Context: an optimization exercise on an open-source flow, tuned for small area, a short achievable clock period and few clock cycles. The choices shown serve that exercise and are no tape-out recipe. Where RTL was checked, it was by simulation tests only, not by an equivalence proof against the original. Power and IR drop assume default switching activity.

== run E ==
==> flow/design.v (excerpt) <==
module alu_unit (
	input  logic                           clk,
	input  logic                           rst,
	input  logic [alu_pkg::word_width-1:0] bus_in,
	input  logic                           y_load,
	input  alu_pkg::alu_op_t               op,
	input  logic                           op_valid,
	output logic [alu_pkg::word_width-1:0] z_hi,
	output logic [alu_pkg::word_width-1:0] z_lo,
	output logic                           done,
	output logic                           busy
);
Size in the first run: ~2,300 cells after synthesis, roughly 220 flip-flops, ~110 I/O pins, about 0.020 mm^2 of cells after synthesis.
clock: 6.0 ns
lec_check: 0
cap_margin: 20
core_margin: 2
core_utilization: 40
setup_slack_margin: 3.3
slew_margin: 20
tns_end_percent: 5
run.sh (not shown) runs the stock make flow with config.mk's settings and CLKGATE_MAP_FILE= SYNTH_SCRIPT=/design/flow/synth_recipe.tcl, a recipe that flattens the netlist after the stock synthesis.
Run E reached the final stage; the timing, design-rule and antenna checks on its layout passed.
Here is what was changed in the inputs of run X compared with run E.
- TNS_END_PERCENT no longer set, was 5
Findings:
The worst hold slack in run X sits 27 ps below the value recorded for run E.
[run X vs run E] number of DRC violations after detailed-routing iteration 0: higher in run X
Compared with run E, run X shows a lower final-layout clock-cell area share.
Run E → run X: share of total power in sequential cells went down 3.6 points, non-clock buffer count went up 119, fmax went down about 2.1%.
No functional check of the RTL was part of any run of this note.


Another version of the RTL of alu_unit (not shown whole).
Size in the first run: roughly 2500 cells after synthesis, about 220 flip-flops.
Design alu_unit, start of the top module:
module alu_unit (
	input  logic                           clk,
	input  logic                           rst,
	input  logic [alu_pkg::word_width-1:0] bus_in,
	input  logic                           y_load,
	input  alu_pkg::alu_op_t               op,
	input  logic                           op_valid,
	output logic [alu_pkg::word_width-1:0] z_hi,
	output logic [alu_pkg::word_width-1:0] z_lo,
	output logic                           done,
	output logic                           busy
);
clock: 6.0 ns
lec_check: 0
cap_margin: 20
core_margin: 2
core_utilization: 40
slew_margin: 20
The baseline finished with timing, DRC and antenna clean.
Testbench counts at the start, summed over its fixed seeds: cycles 6,522.
Rerun with:
--- a/flow/config.mk
+++ b/flow/config.mk
@@ -9,3 +9,6 @@
 export CORE_MARGIN = 2
 export CORE_UTILIZATION = 40
+export PLACE_DENSITY = 0.8
+export SETUP_SLACK_MARGIN = 3.6
 export SLEW_MARGIN = 20
+export TNS_END_PERCENT = 5
After rerunning:
- power goes up by a few percent
- fmax climbs by a quarter to a third
- cell area grows by roughly a tenth
- setup slack is better by 0.86 ns
- synthesized area is unchanged
- count of clock-buffer cells in the layout shrinks by 5
- wire length came out higher by a few percent


Starting RTL as in the previous note.
Settings: LEC_CHECK=0, CAP_MARGIN=20, CORE_MARGIN=2, CORE_UTILIZATION=40, SETUP_SLACK_MARGIN=3.3, SLEW_MARGIN=20; clock period 6.0 ns.
standard.sh (not shown) runs the stock make flow with config.mk's settings and CLKGATE_MAP_FILE= SYNTH_SCRIPT=/design/flow/synth_recipe.tcl, a recipe that flattens the netlist after the stock synthesis.
==> flow/flow/run.sh <==
#!/bin/bash
# The standard layout (the standard.sh, synthesis unchanged), except that the
# port buffers that placement inserts use buf_2 instead of the delay buffer the
# resizer picks by default.
set -euo pipefail
export BUFFER_PORTS_ARGS="-buffer_cell sky130_fd_sc_hd__buf_2"
bash standard.sh > flow_make.log 2>&1
Testbench counts at the start, summed over its fixed seeds: cycles 6,522.
Next try:
==> flow/flow/run.sh (replaced) <==
#!/bin/bash
# The standard layout (the standard.sh, synthesis unchanged), except that
# the port buffers that placement inserts are buf_1 cells instead of the delay
# buffer the resizer picks by default. make's full output goes to flow_make.log;
# ORFS keeps each tool's log under orfs/logs/.
set -euo pipefail
export BUFFER_PORTS_ARGS="-buffer_cell sky130_fd_sc_hd__buf_1"
bash standard.sh > flow_make.log 2>&1
Result:
- The changed run went through all stages and came out clean
- cell count rose slightly
- count of clock-buffer cells in the layout climbs by 2
- worst setup slack improves by 0.051 ns
- clock power is higher by roughly a tenth
- sequential share of layout area falls by 0.42 points
- non-clock buffer count grows by 41
- via count is higher by a few percent
- utilization came out higher by 1.6 points
- routed wire length is higher slightly
- synthesized area is unchanged
- power rises by a few percent
Next try:
==> flow/flow/run.sh (replaced) <==
#!/bin/bash
# The standard layout (the standard.sh: the same ORFS synthesis script,
# floorplan, placement, CTS and routing) with two changes:
#  - the full and half adder cells are kept off the cell list, so synthesis
#    leaves adders as plain gates for abc to map (faster carry-save tree than
#    the slow fa/ha cells; the registers are the same);
#  - the port buffers that placement inserts are buf_1 cells instead of the
#    delay buffer the resizer picks by default.
# make's full output goes to flow_make.log; ORFS keeps each tool's log under
# orfs/logs/.
set -euo pipefail
export DONT_USE_CELLS="sky130_fd_sc_hd__fa_1 sky130_fd_sc_hd__fa_2 sky130_fd_sc_hd__fa_4 sky130_fd_sc_hd__ha_1 sky130_fd_sc_hd__ha_2 sky130_fd_sc_hd__ha_4"
export BUFFER_PORTS_ARGS="-buffer_cell sky130_fd_sc_hd__buf_1"
bash standard.sh > flow_make.log 2>&1
Settings changed: SETUP_SLACK_MARGIN 3.3 to 3.6, TNS_END_PERCENT from default to 5.
Power is lower by a few percent; sequential power barely changes; via count drops by a few percent; cell count drops by a few percent; synthesized area does not change; design area shrinks by a little under a tenth.


## run 1
alu_unit again, from the RTL that the note above started with.
## alu_unit
module alu_unit (
	input  logic                           clk,
	input  logic                           rst,
	input  logic [alu_pkg::word_width-1:0] bus_in,
	input  logic                           y_load,
	input  alu_pkg::alu_op_t               op,
	input  logic                           op_valid,
	output logic [alu_pkg::word_width-1:0] z_hi,
	output logic [alu_pkg::word_width-1:0] z_lo,
	output logic                           done,
	output logic                           busy
);
make LEC_CHECK=0 CAP_MARGIN=20 CORE_MARGIN=2 CORE_UTILIZATION=40 SETUP_SLACK_MARGIN=4.0 SLEW_MARGIN=20 TNS_END_PERCENT=5 finish   # period 6.0 ns
run.sh (not shown) runs the stock make flow with config.mk's settings and CLKGATE_MAP_FILE= SYNTH_SCRIPT=/design/flow/synth_recipe.tcl, a recipe that flattens the netlist after the stock synthesis.
Stock flow here: none of the scripts above is used.
Run 1 did not stop at any stage, and its layout met the timing, design-rule and antenna checks.
Testbench counts of run 1, summed over its fixed seeds: cycles 6,522.
Modified inputs, run 2 compared to run 1
# run 1
export LEC_CHECK = 0
export CAP_MARGIN = 20
export CORE_MARGIN = 2
export CORE_UTILIZATION = 40
export SETUP_SLACK_MARGIN = 4.0
export SLEW_MARGIN = 20
export TNS_END_PERCENT = 5
create_clock -name core_clock -period 6.0 [get_ports {clk}]
# run 2
export LEC_CHECK = 0
export CAP_MARGIN = 20
export CORE_MARGIN = 2
export CORE_UTILIZATION = 40
export SETUP_SLACK_MARGIN = 3.6
export SLEW_MARGIN = 20
export TNS_END_PERCENT = 5
create_clock -name core_clock -period 6.0 [get_ports {clk}]
==> flow/flow/run.sh (new file) <==
#!/bin/bash
# The standard layout (the standard.sh, synthesis unchanged), except that
# the port buffers that placement inserts are buf_1 cells instead of the delay
# buffer the resizer picks by default. make's full output goes to flow_make.log;
# ORFS keeps each tool's log under orfs/logs/.
set -euo pipefail
export BUFFER_PORTS_ARGS="-buffer_cell sky130_fd_sc_hd__buf_1"
bash standard.sh > flow_make.log 2>&1
==> flow/standard.sh (new file) <==
#!/bin/bash
# synth_recipe.tcl (not shown) runs the flow's synth.tcl, then flattens the netlist and writes it again
# the make line also repeats each setting of config.mk as NAME=value (left out here)
make -C /OpenROAD-flow-scripts/flow DESIGN_CONFIG=/design/flow/config.mk WORK_HOME=/design/flow/orfs CLKGATE_MAP_FILE= SYNTH_SCRIPT=/design/flow/synth_recipe.tcl "${@:-finish}"
removed: flow/run.sh
==> run summary <==
- Comparing run 2 and run 1, the lower final critical-path required period was measured on run 1.
- Summary of run 2 over run 1: transition time at the pin with the least slew margin rose 88 ps; final cell count about even.
- Worst-case setup margin in the final layout in run 2 is 16 ps below run 1.
- Number of buffers outside the clock class in the layout was lower in run 1 than in run 2.
- Share of the cycle needed by the critical path after routing for run 2: 0.26 points up relative to run 1
- Leakage dissipation (lower): run 2
- Routed wire length: higher on run 1
- Share of cell area taken by flip-flops and latches in run 2 vs run 1: up 0.49 points
- Run 2 ended up with a lower final instance area than run 1 did.
[inputs] run 3 vs run 2
# run 2
export LEC_CHECK = 0
export CAP_MARGIN = 20
export CORE_MARGIN = 2
export CORE_UTILIZATION = 40
export SETUP_SLACK_MARGIN = 3.6
export SLEW_MARGIN = 20
export TNS_END_PERCENT = 5
create_clock -name core_clock -period 6.0 [get_ports {clk}]
# run 3
export LEC_CHECK = 0
export CAP_MARGIN = 20
export CORE_MARGIN = 2
export CORE_UTILIZATION = 40
export CTS_BUF_LIST = sky130_fd_sc_hd__clkbuf_4 sky130_fd_sc_hd__clkbuf_8
export SETUP_SLACK_MARGIN = 3.6
export SLEW_MARGIN = 20
export TNS_END_PERCENT = 5
create_clock -name core_clock -period 6.0 [get_ports {clk}]
==> flow/run.sh (new file) <==
#!/bin/bash
# synth_recipe.tcl (not shown) runs the flow's synth.tcl, then flattens the netlist and writes it again
# the make line also repeats each setting of config.mk as NAME=value (left out here)
make -C /OpenROAD-flow-scripts/flow DESIGN_CONFIG=/design/flow/config.mk WORK_HOME=/design/flow/orfs CLKGATE_MAP_FILE= SYNTH_SCRIPT=/design/flow/synth_recipe.tcl finish
removed: flow/flow/run.sh
removed: flow/standard.sh
## What came out
- Where total non-filler cell area in the finished layout is concerned, run 2 is better than run 3.
- Summary — count of fill cells added during filler insertion, run 3 relative to run 2: lower, by 80.
- Diff run 2..run 3 | sequential cell count | unchanged
- Run 2 has higher minimum setup slack after placement than run 3.
- In the reports for run 3 and run 2, the larger final core utilization belongs to run 3.
- Of run 3 and run 2, it is run 3 that has the lower global-route usage.
- Measured against each other, run 3 and run 2 differ in met1 wire length, the higher figure coming from run 2.
- Run 3 vs run 2 — worst ir drop on vdd rose about 4.3%.
- In run 3, the power came out about 2% below the value in run 2.
- Clock power share ends up higher on run 2.
- Run 3: no failed stages, no open violations at the end
- Of the two values seen for end point of the critical path, z_lo[18]$_DFF_P_ was produced by run 3 and z_hi[29]$_DFF_P_ by run 2.
Relative to run 3, the following input files were edited for run 4:
# run 3
export LEC_CHECK = 0
export CAP_MARGIN = 20
export CORE_MARGIN = 2
export CORE_UTILIZATION = 40
export CTS_BUF_LIST = sky130_fd_sc_hd__clkbuf_4 sky130_fd_sc_hd__clkbuf_8
export SETUP_SLACK_MARGIN = 3.6
export SLEW_MARGIN = 20
export TNS_END_PERCENT = 5
create_clock -name core_clock -period 6.0 [get_ports {clk}]
# run 4
export LEC_CHECK = 0
export CAP_MARGIN = 20
export CORE_MARGIN = 2
export CORE_UTILIZATION = 40
export SETUP_SLACK_MARGIN = 3.3
export SLEW_MARGIN = 20
create_clock -name core_clock -period 6.0 [get_ports {clk}]
--- outcome ---
From run 3 to run 4 the numbers moved as follows: clock network area share now sits at about the same level; area growth from synthesis to final layout now sits higher; met3 routing resource usage after global routing now sits higher. A termination of the worst setup path of z_lo[18]$_DFF_P_ is what run 3 shows, while z_hi[29]$_DFF_P_ belongs to run 4.


== run A ==
Another version of the RTL of alu_unit (not shown whole).
For scale: ~4900 cells after synthesis, roughly 26000 sq um of cells after synthesis.
==> flow/design.v (excerpt) <==
module alu_unit (
	input  logic                           clk,
	input  logic                           rst,
	input  logic [alu_pkg::word_width-1:0] bus_in,
	input  logic                           y_load,
	input  alu_pkg::alu_op_t               op,
	input  logic                           op_valid,
	output logic [alu_pkg::word_width-1:0] z_hi,
	output logic [alu_pkg::word_width-1:0] z_lo,
	output logic                           done,
	output logic                           busy
);
==> flow/config.mk <==
export PLATFORM = sky130hd
export DESIGN_NAME = alu_unit
export DESIGN_NICKNAME = alu_unit
export VERILOG_FILES = /design/flow/design.v
export SDC_FILE = /design/flow/constraint.sdc
export NUM_CORES = 4
export LEC_CHECK = 0
export ABC_AREA = 1
export CAP_MARGIN = 20
export CORE_MARGIN = 2
export CORE_UTILIZATION = 40
export SETUP_SLACK_MARGIN = 3.3
export SLEW_MARGIN = 20
export TNS_END_PERCENT = 1

export DONT_USE_CELLS = sky130_fd_sc_hd__fa_1 sky130_fd_sc_hd__fa_2 sky130_fd_sc_hd__fa_4 sky130_fd_sc_hd__ha_1 sky130_fd_sc_hd__ha_2 sky130_fd_sc_hd__ha_4
==> flow/constraint.sdc <==
create_clock -name core_clock -period 6.0 [get_ports {clk}]
set_input_delay 1.2000 -clock core_clock [delete_from_list [all_inputs] [get_ports {clk}]]
set_output_delay 1.2000 -clock core_clock [all_outputs]
set_load 0.01 [all_outputs]
standard.sh (not shown) runs the stock make flow with config.mk's settings and CLKGATE_MAP_FILE= SYNTH_SCRIPT=/design/flow/synth_recipe.tcl, a recipe that flattens the netlist after the stock synthesis.
==> flow/flow/run.sh <==
#!/bin/bash
# The standard layout (the standard.sh: the same ORFS synthesis script,
# floorplan, placement, CTS and routing) with two changes:
#  - the full and half adder cells are put on the don't-use list (added to
#    config.mk, ahead of the platform's own list), so synthesis leaves adders
#    as plain gates for abc to map: a faster carry-save tree than the slow
#    fa/ha cells give, with the same registers;
#  - the port buffers that placement inserts are buf_1 cells instead of the
#    delay buffer the resizer picks by default.
# make's full output goes to flow_make.log; ORFS keeps each tool's log under
# orfs/logs/.
set -euo pipefail
printf '\nexport DONT_USE_CELLS = sky130_fd_sc_hd__fa_1 sky130_fd_sc_hd__fa_2 sky130_fd_sc_hd__fa_4 sky130_fd_sc_hd__ha_1 sky130_fd_sc_hd__ha_2 sky130_fd_sc_hd__ha_4\n' >> config.mk
export BUFFER_PORTS_ARGS="-buffer_cell sky130_fd_sc_hd__buf_1"
bash standard.sh > flow_make.log 2>&1
Run A completed end to end with timing, DRC and antenna clean.
Input-level comparison between run B and run A:
Settings: ABC_AREA no longer set, was 1; SETUP_SLACK_MARGIN now 3.6, was 3.3.
Notes after the runs:
- Compared run A against run B; sequential-cell power consumption within noise.
- Power: run B vs run A up 16%
- As of run B, cell-internal power had risen by more than a quarter compared to run A.
- The final critical path time including I/O delays and setup of run B is higher than that of run A.
- In the flow results for run A and run B, the wire length of the first global-routing pass is smaller on run B.
- Note that the non-clock buffer count recorded for run B amounts to 1.4 times the value seen in run A.
- Compared with run A, run B shows count of mapped cells out of synthesis that has gone down by more than a quarter.
- On total die area, the lower figure sits with run B, not run A.
- Relative to run A, proportion of cell area occupied by registers has increased by 3.3 points in run B.
- Of run A and run B, the run reporting the lower parity-gate share of the synthesized area counting xor and xnor cells was run A.
The inputs of run C differ from those of run B as listed below.
Settings: a change of CORE_UTILIZATION from 40 to 50.
### Flow results
Run C vs. run B: growth of design area from synthesis to finish -1.8 points, worst hold-check slack went up 12 ps, actual transition at the worst max-transition pin climbed 22 ps, cell count moved down. Max-slew headroom at the worst pin on run C is behind run B. The number of cells after detailed placement reported for run C is smaller than that of run B by 151. The run showing the smaller instance area after placement is run C. Run B was routed with more vias than run C.
Modified inputs, run D compared to run C
Settings: CORE_UTILIZATION: 50 -> 40; SETUP_SLACK_MARGIN: 3.6 -> 3.9; TNS_END_PERCENT: 1 -> 5.
[summary]
- Compared run D vs run C, and part of the total power dissipated in the clock network is down in run D.
- Looking at origin of the worst setup path, the b_r[18] result is from run C; the b_r[1] one comes from run D.
- Run C leaves less setup margin than run D.
- Run C -> run D: multiplexer share of the synthesized area delta 0, exact match
- The lower final design instance area without fill of run D and run C is in run C.
Function was not checked in any run of this note: the RTL went through the layout flow alone.


Another version of the RTL of alu_unit (not shown whole).
For scale: ~110 I/O pins, ~20000 um^2 of cells after synthesis.
clock: 6.0 ns
lec_check: 0
cap_margin: 20
core_margin: 2
core_utilization: 40
slew_margin: 20
run.sh (not shown) runs the stock make flow with config.mk's settings and CLKGATE_MAP_FILE= SYNTH_SCRIPT=/design/flow/synth_recipe.tcl, a recipe that flattens the netlist after the stock synthesis.
Stock flow here: none of the scripts above is used.
Then changed:
--- a/flow/config.mk
+++ b/flow/config.mk
@@ -10,0 +11 @@
+export SETUP_SLACK_MARGIN = 3.0
After rerunning: Global-route usage goes up by 3.0 points; worst hold slack gains 19 ps; sequential share of layout area falls by 2.8 points; sequential cell count does not change; clock-buffer cell count went up by 1; register-to-register slack improves by 860 ps; final area climbs by about a fifth; core utilization increases by 7.6 points; power came out higher by roughly a tenth.
Function was not checked in any run of this note: the RTL went through the layout flow alone.

## separate check: timing with driven ports
In the flow no input, the clock included, has a driving cell. The finished layouts below were timed again as built, in two steps. Step 1: set_driving_cell puts a clkbuf_16 on clk and a buf_2 on each other input, an assumption about the parent block. Step 2 moves the port delays by t, midway between the first and last clock arrival at a register: inputs arrive t later, outputs are due t later. That takes back most of the time a late clock gives input paths. Slacks: ideal ports / drivers / drivers and shift; pairs: ideal ports / drivers.
| run | t, ns | setup WS [ns] | clock arrival spread, ns |
|---|---|---|---|
| run E | 0.617 | 2.736 / 2.736 / 2.434 | 0.019 / 0.019 |
| run X | 0.631 | 2.665 / 2.665 / 2.665 | 0.035 / 0.035 |
| the first run of note 2 | 0.629 | 2.088 / 2.088 / 2.088 | 0.042 / 0.041 |
| the second run of note 2 | 0.655 | 2.945 / 2.945 / 2.598 | 0.024 / 0.025 |
| the first run of note 3 | 0.651 | 2.914 / 2.914 / 2.914 | 0.023 / 0.023 |
| the second run of note 3 | 0.655 | 2.965 / 2.965 / 2.828 | 0.046 / 0.047 |
| the third run of note 3 | 0.633 | 3.047 / 3.047 / 2.736 | 0.017 / 0.018 |
| run 1 | 0.647 | 3.063 / 3.016 / 2.617 | 0.015 / 0.015 |
| run 2 | 0.633 | 3.047 / 3.047 / 2.736 | 0.017 / 0.018 |
| run 3 | 0.682 | 2.994 / 2.994 / 2.920 | 0.037 / 0.037 |
| run 4 | 0.619 | 2.940 / 2.940 / 2.865 | 0.020 / 0.021 |
| run A | 0.636 | 3.228 / 3.228 / 2.949 | 0.012 / 0.012 |
| run B | 0.653 | 3.078 / 3.078 / 2.638 | 0.022 / 0.022 |
| run C | 0.595 | 2.920 / 2.920 / 2.840 | 0.018 / 0.019 |
| run D | 0.637 | 3.078 / 3.078 / 2.534 | 0.021 / 0.021 |
| the first run of note 6 | 0.615 | 0.952 / 0.952 / 0.952 | 0.016 / 0.016 |
| the second run of note 6 | 0.614 | 1.807 / 1.807 / 1.807 | 0.023 / 0.022 |
After both steps every run listed still meets setup and hold. The setup slack of run D, which loses most, moves by 0.000 ns with the drivers and by -0.544 ns with both steps.
